Context: an optimization exercise on an open-source flow, tuned for small area and a short achievable clock period. The choices shown serve that exercise and are no tape-out recipe.
Only simulation tests tie the RTL to the original design; equivalence was not proved.
No activity file was given, so power comes from the tool's default toggle rates.

==> flow/design.v, too long to show whole: its modules and the start of the top module <==
// module mesh_ctrl: 74 lines
// module pd_counter: 20 lines
// module phase_detector: 66 lines
// module loop_filter: 124 lines
// module mesh_node: 43 lines
// module nco: 62 lines
// module err_sum3: 179 lines
// module err_sum2: 104 lines
// module p_mul11: 230 lines
// module i_mul11: 309 lines
// module p_mul10: 214 lines
// module i_mul10: 293 lines
// module adpll_mesh_top: 113 lines
module adpll_mesh_top
(
    input  wire                          clk258_x,
    input  wire                          rst_n_i,
    input  wire                          cfg_req_i,
    input  wire                          cfg_we_i,
    input  wire [4-1:0]  cfg_addr_i,
    input  wire [16-1:0]  cfg_wdata_i,
    output logic                         cfg_ack_o,
    output logic [16-1:0] cfg_rdata_o,
    input  wire                          ref_i,      
    output logic [3:0]                   gen_o,      
    output logic [3:0]                   div8_o
);
  // ...
==> flow/run.sh <==
#!/bin/bash
# synth_recipe.tcl (not shown) runs the flow's synth.tcl, then flattens the netlist and writes it again
# the make line also repeats each setting of config.mk as NAME=value (left out here)
make -C /OpenROAD-flow-scripts/flow DESIGN_CONFIG=/design/flow/config.mk WORK_HOME=/design/flow/orfs CLKGATE_MAP_FILE= SYNTH_SCRIPT=/design/flow/synth_recipe.tcl finish
==> flow/config.mk <==
export PLATFORM = sky130hd
export DESIGN_NAME = adpll_mesh_top
export DESIGN_NICKNAME = adpll_mesh_top
export VERILOG_FILES = /design/flow/design.v
export SDC_FILE = /design/flow/constraint.sdc
export NUM_CORES = 4
export LEC_CHECK = 0
export CAP_MARGIN = 20
export CORE_MARGIN = 2
export CORE_UTILIZATION = 40
export SLEW_MARGIN = 20
==> flow/constraint.sdc <==
create_clock -name core_clock -period 15.0 [get_ports {clk258_x}]
set_input_delay 3.0000 -clock core_clock [delete_from_list [all_inputs] [get_ports {clk258_x}]]
set_output_delay 3.0000 -clock core_clock [all_outputs]
set_load 0.01 [all_outputs]
==> results by group, run 1 <==
Status
  • Run status: no timing/DRC/antenna violations

Die
  • Die area: 160000 µm²
  • Core Region: 156000 µm²

Yosys
  • Top-count cell post-synth: a21oi_1
  • Post-Synth XOR/XNOR Area: 0.0427
  • Share of the synthesized area in the top cell type: 0.161
  • Adder-cell share of the synthesized area: 0.240
  • Multiplexer share of the synthesized area: 0.0304

Place
  • DP Worst Slack: 7.04 ns

Power and ir drop
  • P_sw: 7930 µW
  • Clk. pwr: 2060 µW
  • Pint: 7420 µW
  • Net Sw Frac: 0.517
  • Worst vdd ir: 299 µV
  • P_seq: 2450 µW
  • Pwr dens: 226 nW/µm²

Routing
  • Metal-1 WL: 84500 µm
  • Met2 WL post-DR: 87700 µm
  • DR WL/cell: 20.9 µm
  • Vias/cell: 5.77
  • Initial drt markers: 4849

CTS
  • Skew-Pair Late Insertion Delay: 0.72 ns
  • Max clock buf depth: 3
  • Hold-fix buffers, CTS: 0
  • CTS resizes: 0

Timing
  • # setup viols final: 0
  • Setup TNS: 0 ns

GRT
  • Number of global-route vias before repair: 52.5k
  • GR Overflow Total: 0

Worst setup path
  • Req. time, crit path: 15.59 ns
  • Slowest-stage cell, CP: fa_1
  • Max stage delay on crit path: 0.55 ns
  • Crit Path Class: flop to flop
  • Critical path's most frequent cell: a21oi_1
  • Worst reg2reg endpoint: u_node_11.u_nco.acc_q[15]$_DFFE_PN0P_

Cells and area
  • Inverters: 749
  • Final Util: 0.434
  • Reg area: 15800 µm²
  • Clock buffers: 111
  • Count of non-CTS buffers in the layout: 182
  • Multi-input gate count: 5578

Run
  • Maxcap violations: 0

Min path
  • Hold crit path type: flop to flop
==> run 2, diff against run 1 <==
==> flow/flow/run.sh (new file) <==
#!/bin/bash
# Standard layout, with timing repair aimed below the clock period: the repair
# steps (floorplan, CTS, global route) keep working on every path slower than
# the clock period less SETUP_SLACK_MARGIN. The constraints are unchanged.
set -euo pipefail
bash standard.sh SETUP_SLACK_MARGIN=8.5 finish > standard_flow.log 2>&1
==> flow/standard.sh (new file) <==
#!/bin/bash
# synth_recipe.tcl (not shown) runs the flow's synth.tcl, then flattens the netlist and writes it again
# the make line also repeats each setting of config.mk as NAME=value (left out here)
make -C /OpenROAD-flow-scripts/flow DESIGN_CONFIG=/design/flow/config.mk WORK_HOME=/design/flow/orfs CLKGATE_MAP_FILE= SYNTH_SCRIPT=/design/flow/synth_recipe.tcl "${@:-finish}"
removed: flow/run.sh
==> run 2 against run 1 <==
Net effect: still clean; design area rose by 3.6%; final cell count grew 1.6%; via count grew 2.0%; largest cell class unchanged; largest power group unchanged.
==> results by group, run 2 <==
Timing
  • Min cycle time layout: 6.69 ns (was 7.86 ns)
  • Skew final: 0.0321 ns (was 0.0404 ns)
  • Peak Freq: 149 MHz (was 127 MHz)
  • # setup viols final: 0 (unchanged)
  • Final Max Tran Viols: 0 (unchanged)
  • Final Cycle Share: 0.446 (was 0.524)
  • Actual slew at the worst max-slew pin: 1.21 ns (was 1.18 ns)
  • RSZ-0062 raised after global routing: true (was false)
  • Final hold vios: 0 (unchanged)
  • Max-slew headroom: 0.195 (was 0.211)
  • WHS: 0.393 ns (about the same)
  • Setup TNS: 0 ns (unchanged)

Worst setup path
  • Crit path DAT: 7.33 ns (was 8.45 ns)
  • Critical path's most frequent cell: buf_6 (was a21oi_1)
  • Req. time, crit path: 15.64 ns (was 15.59 ns)
  • Slowest-stage cell, CP: fa_1 (unchanged)
  • Worst-path fanout max: 7 (was 9)
  • Max stage delay on crit path: 0.54 ns (was 0.55 ns)
  • Worst setup EP type: flop (unchanged)
  • R2R cell count: 35 (was 33)
  • Startpoint type of the worst setup path: flop (unchanged)
  • Crit Path Class: flop to flop (unchanged)

Yosys
  • Synth Register Bits: 674 (unchanged)
  • Synthesis Warnings: 9 (unchanged)
  • Number of synthesized flops with an enable pin: 0 (unchanged)
  • Mapped cell area: 62800 µm² (unchanged)
  • Cell count after synthesis: 7572 (unchanged)
  • Yosys top cell by area: dfrtp_1 (unchanged)
  • Post-synth net total: 8469 (unchanged)
  • Synth area leaders: dfrtp_1 (16%), fa_1 (14%), ha_1 (8.7%) (unchanged)
  • Top-count cell post-synth: a21oi_1 (unchanged)
  • Commonest cells in the synthesized netlist: a21oi_1 (779), nand2_1 (767), inv_1 (741) (unchanged)
  • Sequential share of the synthesized area: 0.250 (unchanged)
  • Share of the synthesized area in the top cell type: 0.161 (unchanged)
  • Asr flop ratio synth: 0.647 (unchanged)
  • Yosys cell types: 91 (unchanged)
  • Top_reg_cell synth: dfrtp_1 (unchanged)
  • Mean Syn Cell Area: 8.29 µm² (unchanged)

Cells and area
  • Most frequent cells in the layout: nand2_1 (764), inv_1 (728), a21oi_1 (727) (was a21oi_1 (779), nand2_1 (767), inv_1 (738))
  • Layout cells sized above 1: 0.121 (was 0.0759)
  • Commonest non-fill, non-tap cell in the layout: nand2_1 (was a21oi_1)
  • # diodes: 0 (was 1)
  • Area delta synth->final: 11.8% (was 7.93%)
  • Filler instances: 15.2k (was 15.4k)
  • Nets: 8313 (was 8164)

Power and ir drop
  • Pwr dens: 239 nW/µm² (was 226 nW/µm²)
  • Clock Power Share: 0.127 (was 0.134)
  • P_sw: 8410 µW (was 7930 µW)
  • Flop pwr share: 0.146 (was 0.159)
  • Net Sw Frac: 0.502 (was 0.517)
  • Comb pwr share: 0.727 (was 0.707)
  • Pleak: 0.0313 µW (was 0.0303 µW)
  • Worst vdd ir: 406 µV (was 299 µV)
  • Pint: 8360 µW (was 7420 µW)

Routing
  • ANT nets after route: 0 (unchanged)
  • Vias/cell: 5.79 (was 5.77)
  • Initial drt markers: 5465 (was 4849)
  • WL final: 202000 µm (was 197000 µm)
  • DR WL/cell: 21.2 µm (was 20.9 µm)
  • Drt drc: 0 (unchanged)
  • DR vias: 55.2k (was 54.2k)
  • Pre-antenna DRT Iters: 9 (unchanged)

Place
  • Port bufs: 49 (unchanged)
  • Gpl congestion: 0.927 (was 0.925)
  • Post-DP HPWL: 143000 µm (was 142000 µm)

CTS
  • Hold-fix buffers, CTS: 0 (unchanged)
  • Skew-Pair Late Insertion Delay: 0.71 ns (was 0.72 ns)
  • H-tree levels: 3 (unchanged)
  • Max clock buf depth: 3 (unchanged)
  • Root Buffer: clkbuf_16 (unchanged)
  • CTS tree: built (unchanged)
  • Worst-path clk slew: 0.06 ns (about the same)
  • Clk sinks: 674 (unchanged)
  • CTS Buf Count: 83 (was 82)

Min path
  • Hold crit path type: flop to flop (unchanged)
  • Hold path depth: 0 (unchanged)

GRT
  • Initial antenna violation count: 5 (was 8)
  • Gr usage total: 0.246 (was 0.242)
  • Global-route wire length before repair: 313000 µm (was 309000 µm)
  • Largest net degree at the start of global routing: 159 (was 190)
  • GR Overflow Total: 0 (unchanged)
  • Number of global-route vias before repair: 53.4k (was 52.5k)

Die
  • Core Region: 156000 µm² (unchanged)
  • Ports: 50 (unchanged)
  • Die Ht: 400 µm (unchanged)
  • Rows: 145 (unchanged)
  • Starting Density: 0.403 (unchanged)
  • Die area: 160000 µm² (unchanged)
  • Die X: 400 µm (unchanged)

Status
  • Run status: no timing/DRC/antenna violations (unchanged)

Run
  • Maxcap violations: 0 (unchanged)
[run 2: area by class of cell]
type / instances / area (µm²) / area share
Clock inverter: 33 / 399 / 0.00568
Tap cell: 2058 / 2570 / 0.0367
Sequential cell: 674 / 15800 / 0.225
Inverter: 749 / 2820 / 0.0402
Multi-Input combinational cell: 5578 / 43400 / 0.618
Timing Repair Buffer: 330 / 2750 / 0.0391
Clock buffer: 123 / 2490 / 0.0355
[run 2: path summary, 6_finish.rpt]
| path | startpoint | endpoint | slack (ns) |
|---|---|---|---|
| max in group asynchronous | rst_n_i | u_node_22.u_filter.pend_q$_DFF_PN0_ | 10.10 |
| hold / removal | u_node_12.u_filter.integ_q[18]$_DFFE_PN0P_ | u_node_12.u_filter.xh_b_q[12]$_DFF_P_ | 0.39 |
| setup / recovery | u_node_11.u_filter.ph_b_q[0]$_DFF_P_ | u_node_11.u_nco.acc_q[14]$_DFFE_PN0P_ | 8.31 |
| min in group asynchronous | rst_n_i | u_node_11.u_filter.ctrl_q[0]$_DFF_PN0_ | 2.23 |
| hold reg to reg | u_node_12.u_filter.integ_q[18]$_DFFE_PN0P_ | u_node_12.u_filter.xh_b_q[12]$_DFF_P_ | 0.39 |
| setup reg to reg | u_node_11.u_filter.ph_b_q[0]$_DFF_P_ | u_node_11.u_nco.acc_q[14]$_DFFE_PN0P_ | 8.31 |
[run 2: cells by family (layout without fill, tap and decap cells)]
kind of cell | count (synthesis) | count (layout) | share of synthesized area
DFF | 674 | 674 | 0.250
AOI/OAI and AO/OA | 2255 | 2255 | 0.224
buffers and inverters | 1320 | 1235 | 0.0797
muxes | 173 | 173 | 0.0304
and+or+nand+nor | 1878 | 1878 | 0.132
adders and majority gates | 966 | 966 | 0.240
xor gates and xnor gates | 306 | 306 | 0.0427
[run 2: layer usage]
layer | wire length, µm | GRT usage
met1 | 86200 | 0.325
met2 | 92000 | 0.396
met3 | 14400 | 0.0369
met4 | 9540 | 0.114
met5 | 28 | 0
[run 2: through the flow]
step | area [µm²] | setup WS (ns) | util | cells | power, µW
2_1_floorplan | 62900 | 8.44 | - | 7572 | 10100
3_3_place_gp | 65200 | 7.76 | 0.418 | 9252 | 13000
3_5_place_dp | 65200 | 7.58 | 0.418 | 9252 | 13200
4_1_cts | 69000 | 8.42 | 0.442 | 9466 | 15900
5_1_grt | 70200 | 8.00 | 0.450 | 9545 | 18200
6_report | 70200 | 8.31 | 0.450 | 9545 | 16800
[run 2: timing repair]
action,4_1_cts,5_1_grt
pin swaps,77,97
buffers inserted,58,75
setup endpoints to repair,100,108
cloned,0,3
resized for setup,127,147
[run 2: critical path, delay by kind of cell, from the launching register on]
family | cells | cell delay [ns]
xor+xnor | 2 | 0.40
flops | 1 | 0.34
fa+ha+maj | 5 | 1.66
buf+inv | 10 | 0.99
compound gates | 14 | 2.61
simple gates | 4 | 0.62
[run 2: power groups by stage]
stage / registers [µW] / clock network [µW] / logic, µW
global placement: 2470 / 0 / 10500
floorplan: 2310 / 0 / 7820
detailed placement: 2480 / 0 / 10700
CTS: 2450 / 2190 / 11200
global route: 2480 / 2260 / 13500
finish: 2450 / 2130 / 12200

what the ideal ports hide:
No port has a modelled driver above. Below, the same layouts with a new extraction and two added sets of constraints.
Step 1, drivers: a clkbuf_16 drives clk258_x and a buf_2 each remaining input, both assumed.
Step 2 also shifts input and output timing later by t, the mid clock arrival at the registers, as if the neighbouring blocks saw the same clock.
Three values: no drivers, after step 1, after step 2; two values: the first two.
run	t, ns	setup slack, ns	clock arrival spread, ns
run 1	0.776	7.144 / 7.144 / 7.144	0.041 / 0.040
run 2	0.770	8.308 / 8.308 / 8.308	0.038 / 0.037
After both steps setup and hold are still met in every run listed.
